This design comes from an exercise in tuning for small area, a short achievable clock period and few clock cycles per item on the open sky130 flow, not from production work.
In this exercise RTL edits were held to simulation tests only and were not proved equivalent to the original.
Power and IR drop assume default switching activity.

### flow/constraint.sdc
create_clock -name core_clock -period 4.5 [get_ports {clk}]
set_input_delay 0.9000 -clock core_clock [delete_from_list [all_inputs] [get_ports {clk}]]
set_output_delay 0.9000 -clock core_clock [all_outputs]
set_load 0.01 [all_outputs]
### flow/flow/run.sh
#!/bin/bash
# Standard layout, except that
#  - the port buffers are the smallest buffer cell instead of the
#    clock-delay cell buffer_ports picks by default;
#  - each bit's data pins are placed next to each other (flow/pins.tcl).
set -euo pipefail
export BUFFER_PORTS_ARGS="-buffer_cell sky130_fd_sc_hd__buf_1"
export PRE_IO_PLACEMENT_TCL="$PWD/flow/pins.tcl"
bash standard.sh > standard_flow.log 2>&1
### flow/standard.sh
#!/bin/bash
# synth_recipe.tcl (not shown) runs the flow's synth.tcl, then flattens the netlist and writes it again
# the make line also repeats each setting of config.mk as NAME=value (left out here)
make -C /OpenROAD-flow-scripts/flow DESIGN_CONFIG=/design/flow/config.mk WORK_HOME=/design/flow/orfs CLKGATE_MAP_FILE= SYNTH_SCRIPT=/design/flow/synth_recipe.tcl "${@:-finish}"
### flow/design.v
package mul256_pkg;
  localparam int OP_W   = 260;
  localparam int PROD_W = 520;
  localparam int ADDR_W = 6;
endpackage
module mul256_op_seq #(
  parameter int TIMEOUT = 1023
) (
  input  logic              clk,
  input  logic              rst,
  input  logic              cmd_valid,
  output logic              cmd_ready,
  input  logic [mul256_pkg::ADDR_W-1:0] cmd_a,
  input  logic [mul256_pkg::ADDR_W-1:0] cmd_b,
  input  logic [mul256_pkg::ADDR_W-1:0] cmd_dst,
  output logic              busy,
  output logic              done,
  output logic              err,
  output logic              op_read,
  output logic [mul256_pkg::ADDR_W-1:0] op_raddr,
  input  logic [mul256_pkg::OP_W-1:0]   op_rdata,
  output logic              op_write,
  output logic [mul256_pkg::ADDR_W-1:0] op_waddr,
  output logic [mul256_pkg::OP_W-1:0]   op_wdata,
  input  logic              op_wready,
  output logic              mul_start,
  output logic [mul256_pkg::OP_W-1:0]   mul_a,
  output logic [mul256_pkg::OP_W-1:0]   mul_b,
  input  logic              mul_done,
  input  logic [mul256_pkg::PROD_W-1:0] mul_p
);
  localparam int OW    = mul256_pkg::OP_W;
  localparam int AW    = mul256_pkg::ADDR_W;
  localparam int CNT_W = $clog2(TIMEOUT + 1);
  logic            jw_q, jw_n;    
  logic            jl_q, jl_n;    
  logic            jh_q, jh_n;    
  logic            jx_q, jx_n;    
  logic [AW-1:0]   jdst_q, jdst_n, jdst1_q, jdst1_n;
  logic [CNT_W-1:0] cnt_q, cnt_n;
  logic            nv_q, nv_n;
  logic [AW-1:0]   na_q, na_n, nb_q, nb_n, ndst_q, ndst_n;
  logic            pa_q, pa_n;    
  logic            ra_q, ra_n;    
  logic            rb_q, rb_n;    
  logic            fa_i_q, fb_i_q;   
  logic            fa_w_q;           
  logic            fa_h_q;           
  logic            fb_h_q;           
  logic            fhw_q;            
  logic            fd_q;             
  logic            fs_i_q, fs_h_q;   
  logic            tmo_q;            
  logic            busy_q;
  logic [AW-1:0]   raddr_q, waddr_q;
  logic [OW-1:0]   ra_reg, rh_reg;
  localparam int NSL = 20;
  localparam int SLW = OW / NSL;
  logic [NSL-1:0]  selw_q, sell_q;
  logic            accept, start, w_done, lo_stall, hi_ok;
  logic            need_a, have_a, hzw, hzh, hzbh, fa_h_n, fb_h_n;
  assign w_done    = jw_q && mul_done;
  assign lo_stall  = w_done && !op_wready;
  assign hi_ok     = fd_q && op_wready;                
  assign start     = fs_i_q || (fs_h_q && op_wready);
  assign cmd_ready = !nv_q || start;
  assign accept    = cmd_valid && cmd_ready;
  assign done      = hi_ok;
  assign err       = tmo_q && !mul_done;
  assign busy      = busy_q;
  assign mul_start = start;
  assign op_write  = w_done || jl_q || (fhw_q && !(fb_h_q && op_wready));
  assign op_read   = fa_i_q || fb_i_q || (fa_w_q && !mul_done) || fa_h_q ||
                     (fb_h_q && op_wready);
  assign op_raddr  = raddr_q;
  assign op_waddr  = waddr_q;
  for (genvar g = 0; g < NSL; g++) begin : g_wd
    mul256_op_seq_bit u_selw (.clk(clk), .d(!rst && jw_n), .q(selw_q[g]));
    mul256_op_seq_bit u_sell (.clk(clk), .d(!rst && jl_n), .q(sell_q[g]));
    assign op_wdata[g*SLW +: SLW] = selw_q[g] ? mul_p[g*SLW +: SLW] :
                                    (sell_q[g] ? ra_reg[g*SLW +: SLW] : rh_reg[g*SLW +: SLW]);
  end
  assign mul_a     = ra_reg;
  assign mul_b     = op_rdata;
  always_comb begin
    jw_n = (jw_q && !mul_done && !tmo_q) || start;
    jl_n = (jl_q || w_done) && !op_wready;
    jh_n = (jh_q && !hi_ok) || ((jl_q || w_done) && op_wready);
    jx_n = fhw_q && !op_wready;
    jdst_n  = start ? ndst_q : jdst_q;
    jdst1_n = start ? ndst_q + AW'(1) : jdst1_q;
    cnt_n   = start ? '0 : (jw_q ? cnt_q + CNT_W'(1) : cnt_q);
    nv_n   = (nv_q && !start) || accept;
    na_n   = accept ? cmd_a   : na_q;
    nb_n   = accept ? cmd_b   : nb_q;
    ndst_n = accept ? cmd_dst : ndst_q;
    pa_n   = !start && !lo_stall && (pa_q || ra_q);
    ra_n   = fa_i_q || (fa_w_q && !mul_done) || fa_h_q;
    rb_n   = fb_i_q || (fb_h_q && op_wready);
    need_a = nv_n && !pa_n && !ra_n;
    have_a = nv_n && (pa_n || ra_n);
    hzw    = (na_n == jdst_n) || (na_n == jdst1_n);
    hzh    = (na_n == jdst1_n);
    hzbh   = (nb_n == jdst1_n);
    fa_h_n = jh_n && !jx_n && need_a && !hzh;
    fb_h_n = jh_n && !jx_n && !(need_a && !hzh) && have_a && !rb_n && !hzbh;
  end
  always_ff @(posedge clk) begin
    if (rst) begin
      jw_q   <= 1'b0;
      jl_q   <= 1'b0;
      jh_q   <= 1'b0;
      jx_q   <= 1'b0;
      nv_q   <= 1'b0;
      pa_q   <= 1'b0;
      ra_q   <= 1'b0;
      rb_q   <= 1'b0;
      fa_i_q <= 1'b0;
      fb_i_q <= 1'b0;
      fa_w_q <= 1'b0;
      fa_h_q <= 1'b0;
      fb_h_q <= 1'b0;
      fhw_q  <= 1'b0;
      fd_q   <= 1'b0;
      fs_i_q <= 1'b0;
      fs_h_q <= 1'b0;
      tmo_q  <= 1'b0;
      busy_q <= 1'b0;
    end else begin
      jw_q   <= jw_n;
      jl_q   <= jl_n;
      jh_q   <= jh_n;
      jx_q   <= jx_n;
      nv_q   <= nv_n;
      pa_q   <= pa_n;
      ra_q   <= ra_n;
      rb_q   <= rb_n;
      fa_i_q <= !(jw_n || jl_n || jh_n) && need_a;
      fb_i_q <= !(jw_n || jl_n || jh_n) && have_a && !rb_n;
      fa_w_q <= jw_n && need_a && !hzw;
      fa_h_q <= fa_h_n;
      fb_h_q <= fb_h_n;
      fhw_q  <= jh_n && !fa_h_n;
      fd_q   <= jh_n && !fa_h_n && !fb_h_n;
      fs_i_q <= !(jw_n || jl_n || jh_n) && nv_n && pa_n && rb_n;
      fs_h_q <= jh_n && nv_n && pa_n && rb_n;
      tmo_q  <= jw_n && !start && (cnt_n == CNT_W'(TIMEOUT));
      busy_q <= nv_n || jw_n || jl_n || jh_n;
    end
  end
  always_ff @(posedge clk) begin
    jdst_q  <= jdst_n;
    jdst1_q <= jdst1_n;
    cnt_q   <= cnt_n;
    na_q    <= na_n;
    nb_q    <= nb_n;
    ndst_q  <= ndst_n;
    raddr_q <= (fb_h_n || (!(jw_n || jl_n || jh_n) && have_a)) ? nb_n : na_n;
    waddr_q <= jh_n ? jdst1_n : jdst_n;
  end
  always_ff @(posedge clk) begin
    if (lo_stall)  ra_reg <= mul_p[OW-1:0];
    else if (ra_q) ra_reg <= op_rdata;
  end
  always_ff @(posedge clk) begin
    if (jw_q) rh_reg <= mul_p[2*OW-1:OW];
  end
endmodule
module mul256_op_seq_bit (
  input  logic clk,
  input  logic d,
  output logic q
);
  always_ff @(posedge clk) q <= d;
endmodule
### flow/flow/pins.tcl
for {set i 0} {$i < 260} {incr i} {
  set hi [expr {$i + 260}]
  set_io_pin_constraint -group -order -pin_names [list \
    "mul_b\[$i\]" "op_rdata\[$i\]" "mul_a\[$i\]" \
    "mul_p\[$i\]" "op_wdata\[$i\]" "mul_p\[$hi\]"]
}
### flow/config.mk
export PLATFORM = sky130hd
export DESIGN_NAME = mul256_op_seq
export DESIGN_NICKNAME = mul256_op_seq
export VERILOG_FILES = /design/flow/design.v
export SDC_FILE = /design/flow/constraint.sdc
export NUM_CORES = 4
export LEC_CHECK = 0
export CAP_MARGIN = 20
export CORE_AREA = 10 10 590 590
export DIE_AREA = 0 0 600 600
export SETUP_SLACK_MARGIN = 1.5
export SLEW_MARGIN = 20
export SYNTH_HIERARCHICAL = 1
export SYNTH_MINIMUM_KEEP_SIZE = 0
==> results of run 1 <==
[cell families (layout without fill, tap and decap cells)]
family          count (synthesis)  after routing  synth area share
xor+xnor                       28             28           0.00832
buf+inv                       407           1847            0.0869
mux                           551            551             0.199
other cells                     0              8                 0
compound gates                286            286            0.0514
simple gates                  343            343            0.0476
flops                         629            629             0.606
fa+ha+maj                       2              2          0.000849
[per-module statistics from Yosys, one instance, submodules excluded]
| module | cell area [um2] | flops+latches | cells | copies in the design |
|---|---|---|---|---|
| mul256_op_seq | 28700 | 589 | 2206 | 1 |
| mul256_op_seq_bit | 20.0 | 1 | 1 | 40 |
[worst reg2reg max path, cell delays in order (launching register included)]
cell	delay, ps
dfxtp_4	690
nand3_4	360
nand2b_4	460
buf_12	260
buf_12	490
[placed cells by master (no fill, tap or decap), drive strengths merged, types with 8 or more instances in the layout]
master,netlist,final
diode,0,8
dfxtp,103,103
clkbuf,73,112
mux2i,291,291
buf,304,1671
nand3,8,8
mux2,260,260
nand2,279,279
nor2,25,25
a21oi,13,13
xnor2,17,17
clkinv,0,26
edfxtp,526,526
o21ai,265,265
xor2,11,11
inv,30,35
[path summary, 6_finish.rpt]
path,start,slack (ps),cells after the start,end
hold / removal,mul_p[469],280,1,rh_reg[209]
setup / recovery,op_wready,1630,4,mul_start
setup reg to reg,jw_q,1920,4,ra_reg[231]
hold reg to reg,fa_h_q,500,2,ra_q
[metal layers]
layer  GRT usage  vias to the layer above
met5           0                        -
met4      0.0226                        0
met3      0.0132                      153
met2      0.0999                      874
met1      0.0580                    10300
li1            -                    10700
[timing repair]
| item | in CTS | in global routing |
|---|---|---|
| endpoints found under the setup margin | 259 | 23 |
| gates resized for setup | 58 | 6 |
| pin swaps | 1 | 1 |
| buffers inserted | 10 | 4 |
[power breakdown]
part / total [mW] / internal, mW / switching, mW
Sequential: 6.71 / 6.58 / 0.136
Clock: 6.39 / 3.70 / 2.69
Combinational: 1.34 / 0.556 / 0.788
[cell type report]
cell class,count,area [um2],share of cell area
Inverter,30,114,0.00270
Clock buffer,112,2300,0.0545
Multi-Input combinational cell,1210,9120,0.217
Tap cell,4387,5490,0.130
Sequential cell,629,18000,0.426
Antenna cell,8,20.0,0.000475
Clock inverter,33,269,0.00639
Timing Repair Buffer,1672,6850,0.163
==> results.py, run 1 <==
metrics = {
    "status": {
        "status": "no timing/DRC/antenna violations",
    },
    "grt": {
        "grt_max_degree": 102,
        "grt.total_usage": 0.0539,
        "overflow": 0,
        "grt_pass1_wl_um": 148000,
        "grt_pass1_vias": 23000,
        "antenna_found_initial": 7,
    },
    "floorplanning": {
        "io_pins": 1602,
        "row_count": 212,
        "core_mm2": 0.334,
        "dieArea_mm2": 0.360,
        "fp.dieH_um": 600,
        "initial_utilization": 0.0882,
        "dieWidth_um": 600,
    },
    "setup_path": {
        "max_stage_delay_ps": 360,
        "required_ps": 3600,
        "path_common_cell": "buf_1",
        "slowest_stage": "clkinv_2",
        "path_class": "in -> out",
        "path_buf_inv": 3,
        "critPathCaptureType": "output pin",
        "critPathMaxFanout": 23,
        "start_kind": "input pin",
        "worstPathArrival_ps": 1970,
        "cpLargestDelayFamily": "buffers and inverters",
        "path_cells": "buf_1 > a21oi_4 > clkinv_2 > buf_1",
    },
    "timing": {
        "hold_viol_final": 0,
        "fin_tns_setup_ps": 0,
        "whs_ps": 282,
        "setup_violations": 0,
        "setup_ws_ps": 1630,
        "fin_crit_sh": 0.638,
        "final_max_slew_viol_count": 0,
        "tightestPinTransition_ps": 843,
        "slew_headroom": 0.438,
        "finalClockSkew_ps": 33.8,
        "max_freq_mhz": 348,
        "fin_crit_ps": 2870,
        "rsz0062_at_grt": "yes",
    },
    "cts": {
        "cts.sinks": 629,
        "cts_max_level": 3,
        "clockBufferDepth": 4,
        "cts_root_buffer": "clkbuf_16",
        "hold_buffers": 0,
        "path_clk_slew_ps": 60,
        "clk_latency_ps": 760,
        "cts_tree": "built",
        "cts_made_buffers": 82,
    },
    "synthesis": {
        "synth_cell_type_count": 49,
        "ys_seq_area_frac": 0.606,
        "synth.avg_cell_area_um2": 13.1,
        "yosys.area.top_type": "edfxtp_1",
        "synth_area_leaders": "edfxtp_1, mux2_2, mux2i_1",
        "ys_ff_latch": 629,
        "syn-num-nets": 3051,
        "synth_edf_count": 526,
        "synth_cells": 2246,
        "yosysMostFrequentCell": "edfxtp_1",
        "synth-async-reset-ratio": 0,
        "synth_top_flop_cell": "edfxtp_1",
        "synth.top_cell.area_share": 0.536,
        "yosys_warnings": 8,
        "syn_area_mm2": 0.0295,
        "ys_top_cells_by_count": "edfxtp_1, mux2i_1, nand2_1",
    },
    "drt": {
        "drcViolationCount": 0,
        "vias_per_cell": 2.72,
        "routedWlPerCell_um": 13.7,
        "num_vias": 22000,
        "wl_met3_um": 9060,
        "top_layer": "met4",
        "drt_first_pass_iters": 5,
        "drt_iter0_markers": 1142,
        "ant_nets": 0,
        "routed_wl_um": 111000,
        "met2_length_um": 58000,
        "wl_met1_um": 39600,
    },
    "job": {
        "drv_cap": 0,
    },
    "pwr": {
        "ir_drop_mv": 0.267,
        "p_leak_nw": 11.9,
        "pwr_density_cell_mw_per_mm2": 343,
        "power_mw": 14.4,
    },
    "finish": {
        "final_util": 0.126,
        "fillers": 38000,
        "drive_gt1_frac": 0.139,
        "finalNonFillerCells": 8081,
        "syn_to_final_growth_pct": 42.9,
        "final_nets": 4430,
        "stdcell_area_mm2": 0.0421,
    },
    "placement": {
        "place.gp.congestion": 0.774,
        "dp_hpwl_um": 86400,
        "postPlaceCellArea_mm2": 0.0392,
        "dp.cells": 7914,
        "port_buffers": 1601,
        "place_ws_ps": 870,
    },
    "worst_hold_path": {
        "hp-class": "in -> reg",
    },
}
Testbench counts, summed over its fixed seeds: cycles 13,465, items 1,600.
==> inputs of run 2 (changes only) <==
--- a/flow/config.mk
+++ b/flow/config.mk
@@ -8,7 +8,7 @@
 export CAP_MARGIN = 20
 export CORE_AREA = 10 10 590 590
 export DIE_AREA = 0 0 600 600
-export SETUP_SLACK_MARGIN = 1.5
+export SETUP_SLACK_MARGIN = 2.4
 export SLEW_MARGIN = 20
 export SYNTH_HIERARCHICAL = 1
 export SYNTH_MINIMUM_KEEP_SIZE = 0
==> results.py, run 2 <==
metrics = {
    "status": {
        "status": "no timing/DRC/antenna violations",
    },
    "worst_hold_path": {
        "min_to": "rh_reg[199]",
        "min_from": "mul_p[459]",
        "whs_path_depth": 1,
        "hp-class": "in -> reg",
    },
    "timing": {
        "fin_crit_ps": 2720,
        "max_freq_mhz": 367,
        "rsz0062_at_grt": "yes",
        "final_max_slew_viol_count": 0,
        "setup_violations": 0,
        "finalClockSkew_ps": 40.7,
        "slew_headroom": 0.456,
        "tightestPinTransition_ps": 816,
        "whs_ps": 278,
        "hold_viol_final": 0,
        "setup_ws_ps": 1780,
        "fin_crit_sh": 0.605,
    },
    "grt": {
        "grt_max_degree": 102,
        "grt_pass1_wl_um": 156000,
        "grt_pass1_vias": 23800,
        "overflow": 0,
        "grt.total_usage": 0.0574,
        "antenna_found_initial": 10,
    },
    "synthesis": {
        "synth.avg_cell_area_um2": 13.1,
        "syn_area_mm2": 0.0295,
        "synthAdderAreaFrac": 0.000849,
        "synth.top_cell.area_share": 0.536,
        "synth_edf_count": 526,
        "yosys.area.top_type": "edfxtp_1",
        "synthMuxAreaShare": 0.199,
        "synth_top_family_by_area": "multiplexers",
        "syn-num-nets": 3051,
        "synth_xor_area_frac": 0.00832,
        "synth_compound_area_frac": 0.0514,
        "ys_ff_latch": 629,
        "ys_seq_area_frac": 0.606,
        "synth-simple-area-share": 0.0476,
        "synth_cell_type_count": 49,
        "synth_area_leaders": "edfxtp_1, mux2_2, mux2i_1",
        "synth-async-reset-ratio": 0,
        "ys_top_cells_by_count": "edfxtp_1, mux2i_1, nand2_1",
        "synth_cells": 2246,
        "yosysMostFrequentCell": "edfxtp_1",
        "synth_top_flop_cell": "edfxtp_1",
        "yosys_warnings": 8,
    },
    "floorplanning": {
        "initial_utilization": 0.0882,
        "dieWidth_um": 600,
        "row_count": 212,
        "fp.dieH_um": 600,
        "io_pins": 1602,
        "core_mm2": 0.334,
        "dieArea_mm2": 0.360,
    },
    "drt": {
        "drt_iter0_markers": 1225,
        "drt_first_pass_iters": 5,
        "num_vias": 22800,
        "vias_per_cell": 2.79,
        "routedWlPerCell_um": 14.5,
        "routed_wl_um": 119000,
        "ant_nets": 0,
        "drcViolationCount": 0,
    },
    "setup_path": {
        "path_class": "reg -> out",
        "r2r-end": "fd_q",
        "max_stage_delay_ps": 360,
        "path_cells": "buf_12 > mux2i_2 > o21ai_0 > buf_1",
        "required_ps": 3600,
        "critPathMaxFanout": 13,
        "cpLargestDelayFamily": "flip-flops",
        "reg2reg_depth": 12,
        "rrSetupSlack_ps": 2170,
        "path_buf_inv": 2,
        "crit_path_start": "g_wd[3].u_sell.q",
        "worstPathArrival_ps": 1820,
        "r2r_start": "fs_h_q",
        "start_kind": "flip-flop",
        "slowest_stage": "dfxtp_1",
        "critPathCaptureType": "output pin",
    },
    "finish": {
        "mostFrequentLayoutCells": "buf_1, edfxtp_1, buf_2",
        "drive_gt1_frac": 0.315,
        "syn_to_final_growth_pct": 52.5,
        "final_common_cell": "buf_1",
        "fillers": 37700,
        "final_nets": 4537,
    },
    "pwr": {
        "power_mw": 14.7,
        "p_leak_nw": 14.4,
        "pwr_density_cell_mw_per_mm2": 327,
        "ir_drop_mv": 0.263,
    },
    "cts": {
        "cts_made_buffers": 82,
        "cts_max_level": 3,
        "cts.sinks": 629,
        "cts_tree": "built",
        "clk_latency_ps": 770,
        "cts_root_buffer": "clkbuf_16",
        "clockBufferDepth": 4,
        "hold_buffers": 0,
        "path_clk_slew_ps": 60,
    },
    "job": {
        "drv_cap": 0,
    },
    "placement": {
        "port_buffers": 1601,
        "dp_hpwl_um": 86400,
        "place_ws_ps": 870,
        "place.gp.congestion": 0.774,
    },
}
[run 2: layer usage]
layer | part of all wire | up-vias | wire [um] | global-route usage
met4 | 0.035 | 0 | 4150 | 0.0243
li1 | - | 10900 | - | -
met5 | 0 | - | 0 | 0
met1 | 0.37 | 10800 | 43400 | 0.0631
met2 | 0.52 | 937 | 62100 | 0.105
met3 | 0.077 | 153 | 9170 | 0.0131
[run 2: cell families (layout without fill, tap and decap cells)]
logic type / Yosys count / after routing
adders and majority gates: 2 / 2
DFF: 629 / 629
other: 0 / 7
muxes: 551 / 551
xor gates and xnor gates: 28 / 28
buffers and inverters: 407 / 1953
AOI/OAI and AO/OA: 286 / 286
and+or+nand+nor: 343 / 344
[run 2: final cells by class]
cell class,instances,area [um2],area share
timing repair buffer,1777,9300,0.207
inverter,30,125,0.00278
antenna,7,17.5,0.000390
clock inverter,33,269,0.00598
sequential,629,18000,0.401
timing repair inverter,1,8.76,0.000195
multi-input combinational,1211,9420,0.210
clock buffer,112,2300,0.0511
tap,4387,5490,0.122
[run 2: modules after synthesis (local to each module, per instance)]
module	flip-flops and latches	cells	area, um2
mul256_op_seq_bit	1	1	20.0
mul256_op_seq	589	2206	28700
[run 2: stage by stage]
| step | std cells | util | setup TNS (ps) | cell area (um2) |
|---|---|---|---|---|
| floorplan | 2246 | - | -185490 | 29600 |
| global placement | 7914 | 0.117 | 0 | 39200 |
| detailed placement | 7914 | 0.117 | 0 | 39200 |
| CTS | 8164 | 0.132 | 0 | 44200 |
| global route | 8182 | 0.134 | 0 | 44900 |
| finish | 8187 | 0.135 | 0 | 45000 |
[run 2: timing repair]
item	4_1_cts	5_1_grt
pin swaps	14	16
hold endpoints to repair	0	0
buffers inserted	102	13
gates resized for setup	728	278
setup endpoints to repair	1053	617
cloned	3	3
[run 2: worst max path at each step]
stage	cells past startpoint	to	slack, ps
3_3_place_gp	9	fa_w_q	890
3_5_place_dp	9	fd_q	870
4_1_cts	4	op_wdata[116]	1660
6_report	4	op_wdata[42]	1780
5_1_grt	4	op_wdata[116]	1640
2_1_floorplan	6	ra_reg[0]	-710
[run 2: where the power goes]
group	switching (mW)	internal [mW]	total [mW]
Sequential	0.147	6.57	6.72
Clock	2.69	3.70	6.40
Combinational	0.849	0.723	1.57
Total	3.69	11.0	14.7
==> inputs of run 3 (changes only) <==
--- a/flow/config.mk
+++ b/flow/config.mk
@@ -8,7 +8,7 @@
 export CAP_MARGIN = 20
 export CORE_AREA = 10 10 590 590
 export DIE_AREA = 0 0 600 600
-export SETUP_SLACK_MARGIN = 2.4
+export SETUP_SLACK_MARGIN = 2.0
 export SLEW_MARGIN = 20
 export SYNTH_HIERARCHICAL = 1
 export SYNTH_MINIMUM_KEEP_SIZE = 0
==> results.py, run 3 <==
metrics = {
    "timing": {
        "tightestPinTransition_ps": 844,
        "hold_viol_final": 0,
        "rsz0062_at_grt": "yes",
        "fin_crit_ps": 2720,
        "max_freq_mhz": 367,
        "final_max_slew_viol_count": 0,
        "fin_tns_setup_ps": 0,
        "slew_headroom": 0.437,
        "whs_ps": 282,
        "fin_crit_sh": 0.605,
        "setup_ws_ps": 1780,
        "setup_violations": 0,
        "finalClockSkew_ps": 39.3,
    },
    "synthesis": {
        "syn_area_mm2": 0.0295,
        "synth_top_flop_cell": "edfxtp_1",
        "syn-num-nets": 3051,
        "synth_cell_type_count": 49,
        "yosysMostFrequentCell": "edfxtp_1",
        "synth_area_leaders": "edfxtp_1, mux2_2, mux2i_1",
        "synth_edf_count": 526,
        "yosys_warnings": 8,
        "ys_top_cells_by_count": "edfxtp_1, mux2i_1, nand2_1",
        "synth-async-reset-ratio": 0,
        "synth.avg_cell_area_um2": 13.1,
        "ys_ff_latch": 629,
        "yosys.area.top_type": "edfxtp_1",
        "ys_seq_area_frac": 0.606,
        "synth.top_cell.area_share": 0.536,
        "synth_cells": 2246,
    },
    "floorplanning": {
        "dieWidth_um": 600,
        "core_mm2": 0.334,
        "io_pins": 1602,
        "dieArea_mm2": 0.360,
        "fp.dieH_um": 600,
        "row_count": 212,
        "initial_utilization": 0.0882,
    },
    "worst_hold_path": {
        "min_from": "mul_p[464]",
        "whs_path_depth": 1,
        "min_to": "rh_reg[204]",
        "hp-class": "in -> reg",
    },
    "placement": {
        "place_ws_ps": 870,
        "dp_hpwl_um": 86400,
        "port_buffers": 1601,
        "place.gp.congestion": 0.774,
        "dp.cells": 7914,
        "postPlaceCellArea_mm2": 0.0392,
    },
    "drt": {
        "routedWlPerCell_um": 14.4,
        "drt_first_pass_iters": 5,
        "num_vias": 22700,
        "routed_wl_um": 117000,
        "met2_length_um": 60800,
        "top_layer": "met4",
        "drt_iter0_markers": 1250,
        "drcViolationCount": 0,
        "vias_per_cell": 2.78,
        "ant_nets": 0,
        "wl_met3_um": 9780,
        "wl_met1_um": 42400,
    },
    "setup_path": {
        "path_class": "reg -> out",
        "rrSetupSlack_ps": 2080,
        "critPathCaptureType": "output pin",
        "r2r_start": "fs_h_q",
        "path_cells": "buf_12 > mux2i_2 > o21ai_0 > buf_1",
        "worstPathArrival_ps": 1820,
        "reg2reg_depth": 11,
        "critPathMaxFanout": 13,
        "required_ps": 3600,
        "slowest_stage": "dfxtp_1",
        "max_stage_delay_ps": 360,
        "start_kind": "flip-flop",
        "r2r-end": "raddr_q[2]",
    },
    "finish": {
        "final_nets": 4514,
        "final_util": 0.132,
        "drive_gt1_frac": 0.233,
        "multi_input_area_mm2": 0.00935,
        "stdcell_area_mm2": 0.0440,
        "syn_to_final_growth_pct": 49.4,
        "fillers": 37800,
        "ff_latch_area_mm2": 0.0180,
        "mostFrequentLayoutCells": "buf_1, edfxtp_1, nand2_1",
        "final_common_cell": "buf_1",
        "finalNonFillerCells": 8164,
    },
    "grt": {
        "overflow": 0,
        "grt_pass1_vias": 23700,
        "grt_max_degree": 102,
        "grt_pass1_wl_um": 155000,
        "grt.total_usage": 0.0570,
        "antenna_found_initial": 8,
    },
    "cts": {
        "cts.sinks": 629,
        "hold_buffers": 0,
        "cts_max_level": 3,
        "clk_latency_ps": 770,
        "path_clk_slew_ps": 60,
        "clockBufferDepth": 4,
        "cts_made_buffers": 82,
        "cts_tree": "built",
        "cts_root_buffer": "clkbuf_16",
    },
    "pwr": {
        "ir_drop_mv": 0.266,
        "power_mw": 14.5,
        "pwr_density_cell_mw_per_mm2": 330,
        "p_leak_nw": 13.3,
    },
    "status": {
        "status": "no timing/DRC/antenna violations",
    },
    "job": {
        "drv_cap": 0,
    },
}
-- run 3: cell counts after synthesis --
No cell type changed its count.
-- run 3: Yosys stat by module, one instance, submodules excluded --
module / flops+latches / area (um2) / copies in the design / cells inside
mul256_op_seq: 589 / 28700 / 1 / 2206
mul256_op_seq_bit: 1 / 20.0 / 40 / 1
-- run 3: repair_timing --
action                                  4_1_cts  5_1_grt
cloned                                        2        3
pin swaps                                     6       12
resized for setup                           554      100
endpoints found under the setup margin      444      285
setup buffers                                84        9
-- run 3: layer usage --
layer	global-route usage	up-vias
met1	0.0627	10700
li1	-	10900
met2	0.104	960
met4	0.0247	0
met3	0.0132	164
met5	0	-
-- run 3: cells by family after synthesis --
| kind of cell | count (synthesis) | share of synthesized area |
|---|---|---|
| AOI/OAI and AO/OA | 286 | 0.0514 |
| xor gates and xnor gates | 28 | 0.00832 |
| adders and majority gates | 2 | 0.000849 |
| buffers and inverters | 407 | 0.0869 |
| DFF | 629 | 0.606 |
| muxes | 551 | 0.199 |
| and+or+nand+nor | 343 | 0.0476 |
-- run 3: layout make-up --
class                   instances  share of cell area
flip-flops and latches        629               0.409
multi-input cells            1211               0.212
repair buffers               1754               0.193
well taps                    4387               0.125
clock buffers                 112              0.0522
clock inverters                33             0.00611
inverters                      30             0.00284
diodes                          7            0.000398
repair inverters                1            0.000199
-- run 3: how the worst max path moves through the flow --
| stage | startpoint | end | slack (ps) | depth (start not counted) |
|---|---|---|---|---|
| 2_1_floorplan | jw_q | ra_reg[0] | -710 | 6 |
| 3_3_place_gp | op_wready | fa_w_q | 890 | 9 |
| 3_5_place_dp | op_wready | fd_q | 870 | 9 |
| 4_1_cts | g_wd[8].u_sell.q | op_wdata[116] | 1660 | 4 |
| 5_1_grt | g_wd[3].u_sell.q | op_wdata[49] | 1640 | 4 |
| 6_report | g_wd[3].u_sell.q | op_wdata[42] | 1780 | 4 |
-- run 3: critical path: cells and delay by family (launching register included) --
kind	cells	cell delay, ps
compound gates	1	110
buf+inv	2	320
mux	1	240
flops	1	360
-- run 3: where the power goes --
group          internal (mW)  total [mW]  switching (mW)
clock                   3.70        6.39            2.68
combinational          0.608        1.43           0.819
sequential              6.57        6.70           0.137
total                   10.9        14.5            3.64
==> inputs of run 4 (changes only) <==
--- a/flow/design.v
+++ b/flow/design.v
@@ -54,8 +54,8 @@
   logic            busy_q;
   logic [AW-1:0]   raddr_q, waddr_q;
   logic [OW-1:0]   ra_reg, rh_reg;
-  localparam int NSL = 20;
-  localparam int SLW = OW / NSL;
+  localparam int NSL = 38;
+  localparam int SLW = (OW + NSL - 1) / NSL;
   logic [NSL-1:0]  selw_q, sell_q;
   logic            accept, start, w_done, lo_stall, hi_ok;
   logic            need_a, have_a, hzw, hzh, hzbh, fa_h_n, fb_h_n;
@@ -77,8 +77,9 @@
   for (genvar g = 0; g < NSL; g++) begin : g_wd
     mul256_op_seq_bit u_selw (.clk(clk), .d(!rst && jw_n), .q(selw_q[g]));
     mul256_op_seq_bit u_sell (.clk(clk), .d(!rst && jl_n), .q(sell_q[g]));
-    assign op_wdata[g*SLW +: SLW] = selw_q[g] ? mul_p[g*SLW +: SLW] :
-                                    (sell_q[g] ? ra_reg[g*SLW +: SLW] : rh_reg[g*SLW +: SLW]);
+    for (genvar i = g * SLW; i < (g + 1) * SLW && i < OW; i++) begin : g_bit
+      assign op_wdata[i] = selw_q[g] ? mul_p[i] : (sell_q[g] ? ra_reg[i] : rh_reg[i]);
+    end
   end
   assign mul_a     = ra_reg;
   assign mul_b     = op_rdata;
==> results.py, run 4 <==
metrics = {
    "status": {
        "status": "no timing/DRC/antenna violations",
    },
    "grt": {
        "overflow": 0,
        "grt_pass1_wl_um": 154000,
        "grt.total_usage": 0.0572,
        "grt_max_degree": 92,
        "grt_pass1_vias": 23300,
        "antenna_found_initial": 9,
    },
    "timing": {
        "setup_violations": 0,
        "whs_ps": 299,
        "slew_headroom": 0.447,
        "final_max_slew_viol_count": 0,
        "max_freq_mhz": 374,
        "fin_crit_ps": 2670,
        "setup_ws_ps": 1830,
        "rsz0062_at_grt": "yes",
        "fin_crit_sh": 0.594,
        "hold_viol_final": 0,
        "tightestPinTransition_ps": 830,
        "finalClockSkew_ps": 33.4,
    },
    "synthesis": {
        "yosys_warnings": 8,
        "synth_area_leaders": "edfxtp_1, mux2_2, mux2i_1",
        "synth_cell_type_count": 45,
        "ys_seq_area_frac": 0.615,
        "synth_edf_count": 526,
        "synth-simple-area-share": 0.0460,
        "synthAdderAreaFrac": 0.000828,
        "synth_xor_area_frac": 0.00812,
        "yosysMostFrequentCell": "edfxtp_1",
        "synth-async-reset-ratio": 0,
        "ys_ff_latch": 665,
        "synthMuxAreaShare": 0.196,
        "ys_top_cells_by_count": "edfxtp_1, mux2i_1, nand2_1",
        "synth_top_family_by_area": "multiplexers",
        "synth_top_flop_cell": "edfxtp_1",
        "synth_compound_area_frac": 0.0510,
        "yosys.area.top_type": "edfxtp_1",
        "synth.top_cell.area_share": 0.523,
        "syn_area_mm2": 0.0302,
        "synth.avg_cell_area_um2": 13.3,
        "synth_cells": 2276,
        "syn-num-nets": 3081,
    },
    "pwr": {
        "pwr_density_cell_mw_per_mm2": 343,
        "ir_drop_mv": 0.241,
        "p_leak_nw": 13.3,
    },
    "placement": {
        "place_ws_ps": 783,
        "place.gp.congestion": 0.771,
        "dp_hpwl_um": 93100,
        "postPlaceCellArea_mm2": 0.0399,
        "port_buffers": 1601,
    },
    "drt": {
        "routed_wl_um": 117000,
        "drt_iter0_markers": 1189,
        "drt_first_pass_iters": 5,
        "vias_per_cell": 2.75,
        "num_vias": 22500,
        "routedWlPerCell_um": 14.4,
        "ant_nets": 0,
        "drcViolationCount": 0,
    },
    "setup_path": {
        "required_ps": 3600,
        "max_stage_delay_ps": 450,
        "path_buf_inv": 2,
        "path_class": "reg -> out",
        "slowest_stage": "dfxtp_4",
        "worstPathArrival_ps": 1770,
        "cpLargestDelayFamily": "flip-flops",
        "start_kind": "flip-flop",
        "path_cells": "buf_4 > mux2i_1 > o21ai_1 > buf_2",
        "critPathCaptureType": "output pin",
        "critPathMaxFanout": 3,
    },
    "finish": {
        "stdcell_area_mm2": 0.0441,
        "final_common_cell": "buf_1",
        "mostFrequentLayoutCells": "buf_1, edfxtp_1, nand2_1",
        "final_nets": 4499,
        "syn_to_final_growth_pct": 45.9,
        "fillers": 37800,
        "drive_gt1_frac": 0.234,
    },
    "cts": {
        "cts.sinks": 665,
        "clockBufferDepth": 4,
        "cts_root_buffer": "clkbuf_16",
        "cts_made_buffers": 84,
        "cts_tree": "built",
        "clk_latency_ps": 770,
        "cts_max_level": 3,
        "path_clk_slew_ps": 60,
    },
    "floorplanning": {
        "core_mm2": 0.334,
        "row_count": 212,
        "io_pins": 1602,
        "dieArea_mm2": 0.360,
        "initial_utilization": 0.0904,
        "fp.dieH_um": 600,
        "dieWidth_um": 600,
    },
    "job": {
        "drv_cap": 0,
    },
    "worst_hold_path": {
        "hp-class": "in -> reg",
    },
}
run 4: cell types whose count changed in the layout (fill, tap and decap cells not counted), sizes merged, moves of 3 or more:
cell	delta
a21oi	+3
buf	-54
nand2	-3
dfxtp	+36
bufinv	+4
clkbuf	+12
clkinv	-9
run 4: worst paths after layout:
path	from	endpoint	slack, ps	depth (start not counted)
setup / recovery	g_wd[21].u_sell.q	op_wdata[147]	1830	4
hold reg to reg	jdst1_q[2]	jdst1_q[2]	480	2
setup reg to reg	fs_i_q	fa_w_q	2100	11
hold / removal	mul_p[429]	rh_reg[169]	300	1
run 4: power breakdown:
part,switching [mW],internal (mW)
Sequential,0.146,6.88
Combinational,0.784,0.578
Clock,2.72,4.00
run 4: per-module statistics from Yosys, one instance, submodules excluded:
module             flops+latches  copies in the design  cell area [um2]  cells inside
mul256_op_seq_bit              1                    76             20.0             1
mul256_op_seq                589                     1            28700          2200
run 4: cell type report:
class | count | area [um2] | area share
Sequential cell | 665 | 18800 | 0.427
Multi-Input combinational cell | 1210 | 9280 | 0.211
Timing Repair Buffer | 1702 | 7660 | 0.174
Tap cell | 4387 | 5490 | 0.125
Clock buffer | 122 | 2370 | 0.0537
Clock inverter | 28 | 325 | 0.00738
Inverter | 30 | 125 | 0.00284
Antenna cell | 9 | 22.5 | 0.000511
Timing Repair inverter | 1 | 8.76 | 0.000199
run 4: worst register-to-register path, delay by kind of cell (launching register included):
| family | cells | cell delay (ps) |
|---|---|---|
| compound gates | 4 | 770 |
| buf+inv | 4 | 630 |
| flops | 1 | 370 |
| mux | 1 | 320 |
| xor+xnor | 1 | 190 |
| simple gates | 1 | 80 |
run 4: cells by family after synthesis:
kind of cell	after synthesis
DFF	665
muxes	552
buffers and inverters	401
and+or+nand+nor	339
AOI/OAI and AO/OA	289
xor gates and xnor gates	28
adders and majority gates	2
run 4: routing by layer:
metal / wire (um) / up-vias / track usage / share of wire
li1: - / 10900 / - / -
met1: 42000 / 10500 / 0.0609 / 0.36
met2: 62200 / 919 / 0.106 / 0.53
met3: 9210 / 177 / 0.0147 / 0.079
met4: 3790 / 0 / 0.0239 / 0.032
met5: 0 / - / 0 / 0
run 4: what timing repair did:
action | CTS | global route
pin swaps | 4 | 10
setup buffers | 33 | 9
hold endpoints to repair | 0 | 0
setup endpoints to repair | 278 | 273
resized for setup | 645 | 101
cloned | 0 | 1
hold buffers | 0 | 0
run 4: metrics by stage:
| stage | instances | util | power, mW | setup TNS [ps] |
|---|---|---|---|---|
| final | 8154 | 0.132 | 15.1 | 0 |
| after global placement | 7952 | 0.119 | 8.50 | 0 |
| after floorplan | 2276 | - | 7.97 | -184420 |
| after CTS | 8135 | 0.131 | 15.4 | 0 |
| after global routing | 8146 | 0.132 | 15.7 | 0 |
| after detailed placement | 7952 | 0.119 | 8.52 | 0 |
Testbench counts of run 4, summed over its fixed seeds: cycles 13,465, items 1,600.
==> inputs of run 5 (changes only) <==
--- a/flow/config.mk
+++ b/flow/config.mk
@@ -8,7 +8,8 @@
 export CAP_MARGIN = 20
 export CORE_AREA = 10 10 590 590
 export DIE_AREA = 0 0 600 600
-export SETUP_SLACK_MARGIN = 2.0
+export SETUP_SLACK_MARGIN = 2.4
 export SLEW_MARGIN = 20
 export SYNTH_HIERARCHICAL = 1
 export SYNTH_MINIMUM_KEEP_SIZE = 0
+export TNS_END_PERCENT = 20
==> results.py, run 5 <==
metrics = {
    "finish": {
        "final_nets": 4520,
        "fillers": 37700,
        "final_util": 0.133,
        "stdcell_area_mm2": 0.0446,
        "final_common_cell": "buf_1",
        "finalNonFillerCells": 8172,
        "syn_to_final_growth_pct": 47.5,
        "mostFrequentLayoutCells": "buf_1, edfxtp_1, nand2_1",
        "drive_gt1_frac": 0.241,
    },
    "setup_path": {
        "critPathCaptureType": "output pin",
        "slowest_stage": "a211oi_4",
        "start_kind": "input pin",
        "worstPathArrival_ps": 1890,
        "max_stage_delay_ps": 330,
        "required_ps": 3600,
        "path_class": "in -> out",
        "path_cells": "buf_1 > inv_1 > a211oi_4 > nand2_1 > buf_1",
        "critPathMaxFanout": 4,
        "cpLargestDelayFamily": "buffers and inverters",
        "path_common_cell": "buf_1",
        "path_buf_inv": 3,
    },
    "cts": {
        "cts.sinks": 665,
        "hold_buffers": 0,
        "cts_max_level": 3,
        "cts_root_buffer": "clkbuf_16",
        "cts_tree": "built",
        "cts_made_buffers": 85,
        "clockBufferDepth": 4,
        "path_clk_slew_ps": 70,
        "clk_latency_ps": 770,
    },
    "synthesis": {
        "synth_cells": 2276,
        "yosys_warnings": 8,
        "synth_area_leaders": "edfxtp_1, mux2_2, mux2i_1",
        "synth-async-reset-ratio": 0,
        "syn-num-nets": 3081,
        "ys_ff_latch": 665,
        "syn_area_mm2": 0.0302,
        "synth.top_cell.area_share": 0.523,
        "ys_top_cells_by_count": "edfxtp_1, mux2i_1, nand2_1",
        "synth_top_flop_cell": "edfxtp_1",
        "synth.avg_cell_area_um2": 13.3,
        "synth_cell_type_count": 45,
        "yosys.area.top_type": "edfxtp_1",
        "synth_edf_count": 526,
        "ys_seq_area_frac": 0.615,
        "yosysMostFrequentCell": "edfxtp_1",
    },
    "grt": {
        "grtUsageMet2": 0.114,
        "grt_max_degree": 99,
        "antenna_found_initial": 9,
        "overflow": 0,
        "grt_pass1_wl_um": 164000,
        "busiest_layer": "met2",
        "grt_use_met1": 0.0694,
        "grt_pass1_vias": 23400,
        "grt.total_usage": 0.0619,
        "grt_util_met3": 0.0139,
    },
    "timing": {
        "setup_ws_ps": 1710,
        "fin_tns_setup_ps": 0,
        "rsz0062_at_grt": "yes",
        "fin_crit_ps": 2790,
        "fin_crit_sh": 0.620,
        "final_max_slew_viol_count": 0,
        "max_freq_mhz": 358,
        "setup_violations": 0,
        "whs_ps": 292,
        "finalClockSkew_ps": 59.2,
        "hold_viol_final": 0,
        "slew_headroom": 0.410,
        "tightestPinTransition_ps": 885,
    },
    "drt": {
        "drt_first_pass_iters": 5,
        "drt_iter0_markers": 1382,
        "drcViolationCount": 0,
        "num_vias": 23000,
        "vias_per_cell": 2.81,
        "routed_wl_um": 126000,
        "ant_nets": 0,
        "routedWlPerCell_um": 15.5,
    },
    "pwr": {
        "p_sw_mw": 3.89,
        "power_mw": 15.4,
        "intPower_mw": 11.5,
        "clockPowerShare": 0.444,
        "swShare": 0.252,
        "p_leak_nw": 13.5,
        "power_frac_comb": 0.096,
        "seq_power_share": 0.460,
        "pwr_density_cell_mw_per_mm2": 346,
        "ir_drop_mv": 0.247,
    },
    "floorplanning": {
        "initial_utilization": 0.0904,
        "dieWidth_um": 600,
        "fp.dieH_um": 600,
        "core_mm2": 0.334,
        "io_pins": 1602,
        "dieArea_mm2": 0.360,
        "row_count": 212,
    },
    "placement": {
        "dp.cells": 7948,
        "place_ws_ps": 908,
        "port_buffers": 1601,
        "place.gp.congestion": 0.773,
        "postPlaceCellArea_mm2": 0.0399,
        "dp_hpwl_um": 97400,
    },
    "job": {
        "drv_cap": 0,
    },
    "status": {
        "status": "no timing/DRC/antenna violations",
    },
    "worst_hold_path": {
        "hp-class": "in -> reg",
    },
}
==> run 5: changes by cell type in the layout (fill, tap and decap cells not counted), moves of 6 or more <==
| cell | delta |
|---|---|
| dfxtp_2 | -10 |
| dfxtp_1 | -6 |
| o21ai_0 | +16 |
| mux2i_4 | +9 |
| o21ai_1 | -19 |
| dfxtp_4 | +16 |
| clkbuf_1 | -8 |
| buf_6 | +13 |
| buf_2 | -12 |
| mux2i_2 | -7 |
| buf_1 | +15 |
==> run 5: modules after synthesis, one instance, submodules excluded <==
module | times used | cells inside | flip-flops and latches | area [um2]
mul256_op_seq | 1 | 2200 | 589 | 28700
mul256_op_seq_bit | 76 | 1 | 1 | 20.0
==> run 5: cells by family after synthesis <==
group / count (synthesis) / synth area share
adder cells (fa/ha/maj): 2 / 0.000828
buffers and inverters: 401 / 0.0834
flip-flops: 665 / 0.615
AO/OA/AOI/OAI: 289 / 0.0510
multiplexers: 552 / 0.196
AND/OR/NAND/NOR: 339 / 0.0460
XOR/XNOR: 28 / 0.00812
==> run 5: path summary, 6_finish.rpt <==
| check | startpoint | end | slack [ps] | cells past startpoint |
|---|---|---|---|---|
| max | mul_done | op_read | 1710 | 5 |
| min | mul_p[456] | rh_reg[196] | 290 | 1 |
| max reg2reg | fs_h_q | fa_w_q | 2090 | 12 |
| min reg2reg | nb_q[2] | nb_q[2] | 510 | 2 |
==> run 5: final cells by class <==
cell class,count,area [um2],area share
clock buffers,116,2390,0.0535
inverters,30,129,0.00289
diodes,6,15.0,0.000337
clock inverters,35,345,0.00775
repair buffers,1722,7900,0.177
flip-flops and latches,665,18800,0.423
repair inverters,1,8.76,0.000197
multi-input cells,1210,9450,0.212
well taps,4387,5490,0.123
==> run 5: timing repair <==
action | CTS | global route
setup buffers | 37 | 28
gates resized for setup | 579 | 227
pin swaps | 3 | 13
endpoints found under the setup margin | 1098 | 1098
gates cloned | 2 | 0
endpoints found under the hold margin | 0 | 0
==> run 5: worst register-to-register path, cell delays in order (launching register included) <==
cell and delay (ps):
dfxtp_2 350, a21oi_4 80, buf_6 130, buf_6 110
a21boi_4 150, buf_12 160, buf_8 140, buf_6 110
mux2i_4 290, xor2_2 200, nor3_2 80, a211oi_2 370
o311a_1 220
==> run 5: power by group through the flow <==
stage | sequential, mW | clock [mW] | combinational, mW
floorplan | 7.22 | 0 | 0.744
detailed placement | 7.25 | 0 | 1.37
CTS | 7.09 | 7.16 | 1.40
global placement | 7.25 | 0 | 1.36
global route | 7.12 | 7.35 | 1.61
finish | 7.10 | 6.84 | 1.47
==> run 5: routing by layer <==
layer,vias to the layer above,part of all wire
met5,-,0
met4,0,0.034
met3,163,0.085
met2,1060,0.52
met1,10900,0.36
li1,10900,-
==> inputs of run 6 (changes only) <==
--- a/flow/config.mk
+++ b/flow/config.mk
@@ -12,4 +12,3 @@
 export SLEW_MARGIN = 20
 export SYNTH_HIERARCHICAL = 1
 export SYNTH_MINIMUM_KEEP_SIZE = 0
-export TNS_END_PERCENT = 20
==> results.py, run 6 <==
metrics = {
    "cts": {
        "cts_max_level": 3,
        "cts_root_buffer": "clkbuf_16",
        "path_clk_slew_ps": 60,
        "hold_buffers": 0,
        "cts.sinks": 665,
        "clk_latency_ps": 770,
        "cts_made_buffers": 84,
        "cts_tree": "built",
        "clockBufferDepth": 4,
    },
    "floorplanning": {
        "dieArea_mm2": 0.360,
        "fp.dieH_um": 600,
        "core_mm2": 0.334,
        "initial_utilization": 0.0904,
        "dieWidth_um": 600,
        "io_pins": 1602,
        "row_count": 212,
    },
    "synthesis": {
        "syn_area_mm2": 0.0302,
        "synth_area_leaders": "edfxtp_1, mux2_2, mux2i_1",
        "yosys.area.top_type": "edfxtp_1",
        "synth_cells": 2276,
        "syn-num-nets": 3081,
        "ys_seq_area_frac": 0.615,
        "synth.avg_cell_area_um2": 13.3,
        "synth.top_cell.area_share": 0.523,
        "ys_ff_latch": 665,
        "synth_edf_count": 526,
        "yosysMostFrequentCell": "edfxtp_1",
        "yosys_warnings": 8,
        "synth-async-reset-ratio": 0,
        "synth_cell_type_count": 45,
        "ys_top_cells_by_count": "edfxtp_1, mux2i_1, nand2_1",
        "synth_top_flop_cell": "edfxtp_1",
    },
    "setup_path": {
        "path_buf_inv": 2,
        "worstPathArrival_ps": 1790,
        "critPathCaptureType": "output pin",
        "slowest_stage": "dfxtp_2",
        "path_class": "reg -> out",
        "required_ps": 3600,
        "start_kind": "flip-flop",
        "path_cells": "buf_12 > mux2i_1 > o21ai_1 > buf_2",
        "max_stage_delay_ps": 340,
        "cpLargestDelayFamily": "flip-flops",
        "critPathMaxFanout": 7,
    },
    "placement": {
        "port_buffers": 1601,
        "place_ws_ps": 783,
        "place.gp.congestion": 0.771,
        "dp_hpwl_um": 93100,
        "dp.cells": 7952,
    },
    "timing": {
        "rsz0062_at_grt": "yes",
        "setup_violations": 0,
        "slew_headroom": 0.446,
        "hold_viol_final": 0,
        "setup_ws_ps": 1810,
        "final_max_slew_viol_count": 0,
        "max_freq_mhz": 372,
        "fin_crit_sh": 0.597,
        "finalClockSkew_ps": 33.3,
        "tightestPinTransition_ps": 832,
        "fin_crit_ps": 2690,
    },
    "finish": {
        "fillers": 37600,
        "drive_gt1_frac": 0.324,
        "syn_to_final_growth_pct": 50.4,
        "final_nets": 4548,
        "final_common_cell": "buf_1",
        "finalNonFillerCells": 8201,
        "mostFrequentLayoutCells": "buf_1, edfxtp_1, buf_2",
    },
    "drt": {
        "drt_iter0_markers": 1250,
        "routedWlPerCell_um": 14.9,
        "ant_nets": 0,
        "vias_per_cell": 2.78,
        "drt_first_pass_iters": 5,
        "drcViolationCount": 0,
        "num_vias": 22800,
        "routed_wl_um": 122000,
    },
    "job": {
        "drv_cap": 0,
    },
    "grt": {
        "grt_max_degree": 92,
        "grt_pass1_vias": 23600,
        "antenna_found_initial": 11,
        "grt_util_met3": 0.0147,
        "busiest_layer": "met2",
        "grt.total_usage": 0.0580,
        "grt_pass1_wl_um": 156000,
        "grtUsageMet2": 0.108,
        "overflow": 0,
        "grt_use_met1": 0.0615,
    },
    "status": {
        "status": "no timing/DRC/antenna violations",
    },
    "pwr": {
        "power_mw": 15.3,
        "p_leak_nw": 14.6,
        "pwr_density_cell_mw_per_mm2": 337,
        "seq_power_share": 0.460,
        "intPower_mw": 11.6,
        "clockPowerShare": 0.439,
        "power_frac_comb": 0.101,
        "p_sw_mw": 3.73,
        "swShare": 0.243,
        "ir_drop_mv": 0.241,
    },
    "worst_hold_path": {
        "hp-class": "in -> reg",
    },
}
==> run 6: cell counts after synthesis <==
No cell type changed its count.
==> run 6: kinds of logic after synthesis <==
group | after synthesis | share of synthesized area
multiplexers | 552 | 0.196
buffers and inverters | 401 | 0.0834
adder cells (fa/ha/maj) | 2 | 0.000828
XOR/XNOR | 28 | 0.00812
AO/OA/AOI/OAI | 289 | 0.0510
AND/OR/NAND/NOR | 339 | 0.0460
flip-flops | 665 | 0.615
==> run 6: final timing paths <==
| check | slack [ps] | to | from | cells past startpoint |
|---|---|---|---|---|
| setup / recovery | 1810 | op_wdata[157] | g_wd[22].u_sell.q | 4 |
| hold / removal | 300 | rh_reg[114] | mul_p[374] | 1 |
| setup reg to reg | 2080 | fd_q | fs_h_q | 13 |
| hold reg to reg | 510 | jdst_q[4] | jdst_q[4] | 2 |
==> run 6: repair_timing <==
action                     CTS  global route
setup endpoints to repair  955           772
cloned                       1             7
resized for setup          810           306
setup buffers               56            28
pin swaps                   14            21
==> run 6: modules after synthesis, one instance, submodules excluded <==
| module | cell area [um2] | times used |
|---|---|---|
| mul256_op_seq_bit | 20.0 | 76 |
| mul256_op_seq | 28700 | 1 |
==> run 6: worst register-to-register path, stage by stage, from the launching register on <==
cell	delay [ps]
dfxtp_2	330
a21oi_4	260
buf_6	160
buf_6	90
buf_6	100
a21boi_4	60
buf_6	150
buf_6	120
mux2i_4	180
xor2_1	190
nor3_2	220
a211oi_2	90
buf_4	180
a221oi_2	200
==> run 6: final cells by class <==
class	instances	area, um2	share of cell area
sequential	665	18800	0.414
inverter	30	125	0.00275
clock inverter	28	325	0.00716
multi-input combinational	1210	9500	0.209
tap	4387	5490	0.121
clock buffer	122	2370	0.0521
timing repair inverter	1	8.76	0.000193
timing repair buffer	1751	8780	0.193
antenna	7	17.5	0.000386
==> run 6: power groups by stage <==
stage	registers [mW]	logic, mW	clock network (mW)
CTS	7.04	1.49	7.00
global placement	7.18	1.32	0
global route	7.07	1.69	7.21
finish	7.05	1.56	6.73
floorplan	7.22	0.745	0
detailed placement	7.18	1.34	0
==> run 6: stage by stage <==
step	setup TNS, ps	utilization	hold slack (ps)	instance area, um2
6_report	0	0.136	298	45400
5_1_grt	0	0.136	221	45400
4_1_cts	0	0.133	184	44400
3_5_place_dp	0	0.119	491	39900
3_3_place_gp	0	0.119	491	39900
2_1_floorplan	-184420	-	450	30400
==> run 6: routing by layer <==
metal / up-vias / wire length, um
li1: 11000 / -
met2: 949 / 64800
met4: 0 / 3990
met3: 183 / 9160
met1: 10700 / 44100
met5: - / 0
==> inputs of run 7 (changes only) <==
==> flow/flow/run.sh (replaced) <==
#!/bin/bash
# Standard layout, except that
#  - the port buffers are the smallest buffer cell instead of the
#    clock-delay cell buffer_ports picks by default;
#  - each bit's data pins are placed next to each other (flow/pins.tcl).
#  - clock tree synthesis adds no dummy loads.
set -euo pipefail
export BUFFER_PORTS_ARGS="-buffer_cell sky130_fd_sc_hd__buf_1"
export PRE_IO_PLACEMENT_TCL="$PWD/flow/pins.tcl"
export CTS_ARGS="-sink_clustering_enable -repair_clock_nets -dont_use_dummy_load"
bash standard.sh > standard_flow.log 2>&1
--- a/flow/config.mk
+++ b/flow/config.mk
@@ -8,7 +8,7 @@
 export CAP_MARGIN = 20
 export CORE_AREA = 10 10 590 590
 export DIE_AREA = 0 0 600 600
-export SETUP_SLACK_MARGIN = 2.4
+export SETUP_SLACK_MARGIN = 2.0
 export SLEW_MARGIN = 20
 export SYNTH_HIERARCHICAL = 1
 export SYNTH_MINIMUM_KEEP_SIZE = 0
==> results.py, run 7 <==
metrics = {
    "status": {
        "status": "no timing/DRC/antenna violations",
    },
    "timing": {
        "tightestPinTransition_ps": 846,
        "setup_ws_ps": 1820,
        "fin_crit_ps": 2680,
        "max_freq_mhz": 374,
        "hold_viol_final": 0,
        "setup_violations": 0,
        "final_max_slew_viol_count": 0,
        "fin_crit_sh": 0.595,
        "slew_headroom": 0.436,
        "finalClockSkew_ps": 48.6,
        "rsz0062_at_grt": "yes",
    },
    "finish": {
        "mostFrequentLayoutCells": "buf_1, edfxtp_1, nand2_1",
        "syn_to_final_growth_pct": 44.0,
        "final_nets": 4499,
        "final_common_cell": "buf_1",
        "finalNonFillerCells": 8088,
        "fillers": 37900,
        "drive_gt1_frac": 0.228,
    },
    "synthesis": {
        "yosys.area.top_type": "edfxtp_1",
        "ys_ff_latch": 665,
        "synth_compound_area_frac": 0.0510,
        "synth_cell_type_count": 45,
        "synth_xor_area_frac": 0.00812,
        "ys_top_cells_by_count": "edfxtp_1, mux2i_1, nand2_1",
        "synth_edf_count": 526,
        "synth_cells": 2276,
        "syn_area_mm2": 0.0302,
        "synthAdderAreaFrac": 0.000828,
        "syn-num-nets": 3081,
        "synthMuxAreaShare": 0.196,
        "synth-simple-area-share": 0.0460,
        "synth_top_flop_cell": "edfxtp_1",
        "synth-async-reset-ratio": 0,
        "synth_area_leaders": "edfxtp_1, mux2_2, mux2i_1",
        "synth.top_cell.area_share": 0.523,
        "yosys_warnings": 8,
        "synth_top_family_by_area": "multiplexers",
        "yosysMostFrequentCell": "edfxtp_1",
        "synth.avg_cell_area_um2": 13.3,
        "ys_seq_area_frac": 0.615,
    },
    "setup_path": {
        "required_ps": 3600,
        "path_class": "reg -> out",
        "critPathMaxFanout": 7,
        "rrSetupSlack_ps": 2140,
        "reg2reg_depth": 8,
        "r2r_start": "ndst_q[0]",
        "r2r-end": "raddr_q[3]",
        "worstPathArrival_ps": 1780,
        "critPathCaptureType": "output pin",
        "crit_path_end": "op_wdata[258]",
        "start_kind": "flip-flop",
        "crit_path_start": "g_wd[36].u_sell.q",
    },
    "floorplanning": {
        "initial_utilization": 0.0904,
        "row_count": 212,
        "fp.dieH_um": 600,
        "core_mm2": 0.334,
        "dieWidth_um": 600,
        "dieArea_mm2": 0.360,
        "io_pins": 1602,
    },
    "placement": {
        "place_ws_ps": 783,
        "place.gp.congestion": 0.771,
        "dp_hpwl_um": 93100,
        "dp.cells": 7952,
        "port_buffers": 1601,
    },
    "grt": {
        "grt_max_degree": 92,
        "grt.total_usage": 0.0568,
        "grt_pass1_wl_um": 153000,
        "grt_pass1_vias": 23200,
        "overflow": 0,
        "antenna_found_initial": 8,
    },
    "cts": {
        "cts.sinks": 665,
        "cts_tree": "built",
        "cts_root_buffer": "clkbuf_16",
        "clk_latency_ps": 740,
        "path_clk_slew_ps": 50,
        "cts_made_buffers": 84,
        "cts_max_level": 3,
        "clockBufferDepth": 4,
    },
    "drt": {
        "ant_nets": 0,
        "num_vias": 22300,
        "routed_wl_um": 117000,
        "vias_per_cell": 2.76,
        "drt_first_pass_iters": 5,
        "drcViolationCount": 0,
        "drt_iter0_markers": 1142,
        "routedWlPerCell_um": 14.4,
    },
    "worst_hold_path": {
        "hp-class": "in -> reg",
    },
    "pwr": {
        "p_leak_nw": 13.1,
        "ir_drop_mv": 0.219,
        "power_mw": 14.1,
        "pwr_density_cell_mw_per_mm2": 324,
    },
    "job": {
        "drv_cap": 0,
    },
}
-- run 7: worst min path at each step --
stage                          start     endpoint  depth (start not counted)  slack [ps]
after floorplan               fa_h_q         ra_q                          2         450
after global placement       nb_q[2]      nb_q[2]                          2         490
after detailed placement      fa_i_q         ra_q                          2         490
after CTS                 mul_p[429]  rh_reg[169]                          1         190
after global routing      mul_p[429]  rh_reg[169]                          1         220
final                     mul_p[429]  rh_reg[169]                          1         300
-- run 7: layer usage --
metal  GRT usage  vias to the layer above  part of all wire
met3      0.0147                      175             0.082
met1      0.0604                    10400              0.35
met4      0.0239                        0             0.032
li1            -                    10800                 -
met5           0                        -                 0
met2       0.106                      908              0.53
-- run 7: worst max-delay path, cell delays in order (launching register included) --
cell	delay, ps
dfxtp_2	330
buf_12	170
mux2i_1	220
o21ai_1	80
buf_2	150
-- run 7: cell type report --
class	count	area, um2	area share
multi-input combinational	1210	9280	0.213
sequential	665	18800	0.432
antenna	9	22.5	0.000518
timing repair buffer	1702	7670	0.176
tap	4387	5490	0.126
inverter	30	125	0.00288
clock buffer	84	2100	0.0483
timing repair inverter	1	8.76	0.000201
-- run 7: Yosys stat by module, one instance, submodules excluded --
module / cells inside / flip-flops and latches / copies in the design
mul256_op_seq: 2200 / 589 / 1
mul256_op_seq_bit: 1 / 1 / 76
-- run 7: logic make-up (layout without fill, tap and decap cells) --
logic type,count (synthesis),after routing
adders and majority gates,2,2
buffers and inverters,401,1817
other,0,9
muxes,552,552
and+or+nand+nor,339,339
xor gates and xnor gates,28,28
AOI/OAI and AO/OA,289,289
DFF,665,665
-- run 7: power breakdown --
part           leakage, nW  switching (mW)  internal (mW)
Clock                 1.04            2.47           3.26
Sequential            5.96           0.146           6.88
Combinational         6.07           0.781          0.576
-- run 7: timing repair --
item / in CTS / in global routing
endpoints found under the setup margin: 277 / 272
hold buffers: 0 / 0
cloned: 0 / 1
pin swaps: 4 / 12
buffers inserted: 30 / 12
gates resized for setup: 651 / 97
-- run 7: stage by stage --
stage / instance area (um2) / util / setup TNS [ps] / hold slack, ps
6_report: 43500 / 0.130 / 0 / 300
5_1_grt: 43500 / 0.130 / 0 / 223
4_1_cts: 43100 / 0.129 / 0 / 189
3_5_place_dp: 39900 / 0.119 / 0 / 491
3_3_place_gp: 39900 / 0.119 / 0 / 491
2_1_floorplan: 30400 / - / -184420 / 450
==> inputs of run 8 (changes only) <==
--- a/flow/config.mk
+++ b/flow/config.mk
@@ -5,6 +5,7 @@
 export SDC_FILE = /design/flow/constraint.sdc
 export NUM_CORES = 4
 export LEC_CHECK = 0
+export ABC_CLOCK_PERIOD_IN_PS = 2000
 export CAP_MARGIN = 20
 export CORE_AREA = 10 10 590 590
 export DIE_AREA = 0 0 600 600
==> results.py, run 8 <==
metrics = {
    "status": {
        "status": "no timing/DRC/antenna violations",
    },
    "timing": {
        "slew_headroom": 0.436,
        "setup_violations": 0,
        "tightestPinTransition_ps": 846,
        "fin_crit_ps": 2680,
        "finalClockSkew_ps": 48.6,
        "whs_ps": 300,
        "fin_tns_setup_ps": 0,
        "fin_crit_sh": 0.595,
        "hold_viol_final": 0,
        "final_max_slew_viol_count": 0,
        "rsz0062_at_grt": "yes",
        "max_freq_mhz": 374,
    },
    "grt": {
        "grt_pass1_wl_um": 153000,
        "antenna_found_initial": 8,
        "overflow": 0,
        "grt.total_usage": 0.0568,
        "grt_pass1_vias": 23200,
        "grt_max_degree": 92,
    },
    "drt": {
        "vias_per_cell": 2.76,
        "ant_nets": 0,
        "drt_first_pass_iters": 5,
        "drcViolationCount": 0,
        "num_vias": 22300,
        "routed_wl_um": 117000,
        "drt_iter0_markers": 1142,
        "routedWlPerCell_um": 14.4,
    },
    "synthesis": {
        "synth.avg_cell_area_um2": 13.3,
        "synth_compound_area_frac": 0.0510,
        "synthMuxAreaShare": 0.196,
        "ys_seq_area_frac": 0.615,
        "yosys.area.top_type": "edfxtp_1",
        "synth_cells": 2276,
        "syn_area_mm2": 0.0302,
        "synthAdderAreaFrac": 0.000828,
        "synth_top_flop_cell": "edfxtp_1",
        "yosys_warnings": 8,
        "synth_cell_type_count": 45,
        "synth_xor_area_frac": 0.00812,
        "ys_ff_latch": 665,
        "syn-num-nets": 3081,
        "ys_top_cells_by_count": "edfxtp_1, mux2i_1, nand2_1",
        "yosysMostFrequentCell": "edfxtp_1",
        "synth_top_family_by_area": "multiplexers",
        "synth-async-reset-ratio": 0,
        "synth_area_leaders": "edfxtp_1, mux2_2, mux2i_1",
        "synth-simple-area-share": 0.0460,
        "synth.top_cell.area_share": 0.523,
        "synth_edf_count": 526,
    },
    "floorplanning": {
        "initial_utilization": 0.0904,
        "dieArea_mm2": 0.360,
        "core_mm2": 0.334,
        "fp.dieH_um": 600,
        "dieWidth_um": 600,
        "io_pins": 1602,
        "row_count": 212,
    },
    "setup_path": {
        "required_ps": 3600,
        "max_stage_delay_ps": 330,
        "path_cells": "buf_12 > mux2i_1 > o21ai_1 > buf_2",
        "worstPathArrival_ps": 1780,
        "path_class": "reg -> out",
        "cpLargestDelayFamily": "flip-flops",
        "critPathMaxFanout": 7,
        "critPathCaptureType": "output pin",
        "start_kind": "flip-flop",
        "slowest_stage": "dfxtp_2",
        "path_buf_inv": 2,
    },
    "finish": {
        "drive_gt1_frac": 0.228,
        "final_util": 0.130,
        "syn_to_final_growth_pct": 44.0,
        "final_common_cell": "buf_1",
        "stdcell_area_mm2": 0.0435,
        "mostFrequentLayoutCells": "buf_1, edfxtp_1, nand2_1",
        "final_nets": 4499,
    },
    "worst_hold_path": {
        "hp-class": "in -> reg",
    },
    "pwr": {
        "power_mw": 14.1,
        "p_leak_nw": 13.1,
        "ir_drop_mv": 0.219,
        "pwr_density_cell_mw_per_mm2": 324,
    },
    "cts": {
        "cts.sinks": 665,
        "path_clk_slew_ps": 50,
        "clk_latency_ps": 740,
        "clockBufferDepth": 4,
        "hold_buffers": 0,
        "cts_tree": "built",
        "cts_made_buffers": 84,
        "cts_max_level": 3,
        "cts_root_buffer": "clkbuf_16",
    },
    "job": {
        "drv_cap": 0,
    },
    "placement": {
        "dp_hpwl_um": 93100,
        "port_buffers": 1601,
        "place.gp.congestion": 0.771,
        "postPlaceCellArea_mm2": 0.0399,
    },
}
==> run 8: per-module statistics from Yosys, one instance, submodules excluded <==
| module | copies in the design | flip-flops and latches | cells inside | cell area [um2] |
|---|---|---|---|---|
| mul256_op_seq | 1 | 589 | 2200 | 28700 |
| mul256_op_seq_bit | 76 | 1 | 1 | 20.0 |
==> run 8: logic make-up (layout without fill, tap and decap cells) <==
logic type                 Yosys count  after routing
xor gates and xnor gates            28             28
other                                0              9
buffers and inverters              401           1817
and+or+nand+nor                    339            339
adders and majority gates            2              2
DFF                                665            665
muxes                              552            552
AOI/OAI and AO/OA                  289            289
==> run 8: worst register-to-register path: stages (launching register included) <==
cell	delay, ps
edfxtp_1	490
ha_1	250
nand3_1	110
xnor2_1	160
mux2i_2	280
xor2_1	300
nor4b_2	110
a21boi_4	330
mux2i_1	240
==> run 8: path summary, 6_finish.rpt <==
check                          from             to  slack (ps)  depth (start not counted)
hold / removal           mul_p[429]    rh_reg[169]         300                          1
hold reg to reg          jdst1_q[2]     jdst1_q[2]         480                          2
setup / recovery  g_wd[36].u_sell.q  op_wdata[258]        1820                          4
setup reg to reg          ndst_q[0]     raddr_q[3]        2140                          8
==> run 8: stage by stage <==
step / std cells / setup slack, ps
after floorplan: 2276 / -709
after global placement: 7952 / 770
after detailed placement: 7952 / 783
after CTS: 8066 / 1690
after global routing: 8080 / 1710
final: 8088 / 1820
==> run 8: routing by layer <==
layer  GRT usage  part of all wire  vias up
met5           0                 0        -
met4      0.0239             0.032        0
met3      0.0147             0.082      175
met2       0.106              0.53      908
met1      0.0604              0.35    10400
li1            -                 -    10800
==> run 8: area by class of cell <==
type,instances,area (um2)
Antenna cell,9,22.5
Clock buffer,84,2100
Fill cell,37900,291000
Inverter,30,125
Multi-Input combinational cell,1210,9280
Sequential cell,665,18800
Tap cell,4387,5490
Timing Repair Buffer,1702,7670
Timing Repair inverter,1,8.76
==> run 8: timing repair <==
| action | CTS | global route |
|---|---|---|
| setup buffers | 30 | 12 |
| gates resized for setup | 651 | 97 |
| cloned | 0 | 1 |
| pin swaps | 4 | 12 |
| setup endpoints to repair | 277 | 272 |
==> run 8: report_power, final <==
group          switching [mW]  internal [mW]  total, mW
combinational           0.781          0.576       1.36
clock                    2.47           3.26       5.72
sequential              0.146           6.88       7.03
total                    3.39           10.7       14.1

[what the ideal ports hide]
No port has a modelled driver above. Below, the same layouts with a new extraction and two added sets of constraints.
Step 1 assumes that a clkbuf_16 drives the clock port and a buf_2 every other input.
Step 2 moves the port delays by t, midway between the first and last clock arrival at a register: inputs arrive t later, outputs are due t later. That takes back most of the time a late clock gives input paths.
a / b / c = no drivers / after step 1 / after step 2; a / b = the first two.
run	t (ns)	setup slack, ns	worst setup path at the end	latest minus earliest clock arrival (ns)	slew at the worst register clock pin (ns)
run 1	0.851	1.628 / 1.556 / 1.129	input to register	0.058 / 0.058	0.06 / 0.06
run 2	0.853	1.777 / 1.683 / 1.362	input to register	0.063 / 0.063	0.06 / 0.06
run 3	0.848	1.779 / 1.687 / 1.271	input to register	0.060 / 0.060	0.06 / 0.06
run 4	0.841	1.826 / 1.734 / 1.243	input to register	0.043 / 0.044	0.06 / 0.06
run 5	0.831	1.709 / 1.669 / 1.308	input to register	0.068 / 0.068	0.07 / 0.07
run 6	0.841	1.814 / 1.721 / 1.240	input to register	0.045 / 0.045	0.06 / 0.06
run 7	0.824	1.823 / 1.730 / 1.278	input to register	0.074 / 0.074	0.06 / 0.06
run 8	0.824	1.823 / 1.730 / 1.278	input to register	0.074 / 0.074	0.06 / 0.06
After both steps every run listed still meets setup and hold. The setup slack of run 4, which loses most, moves by -0.092 ns with the drivers and by -0.583 ns with both steps.
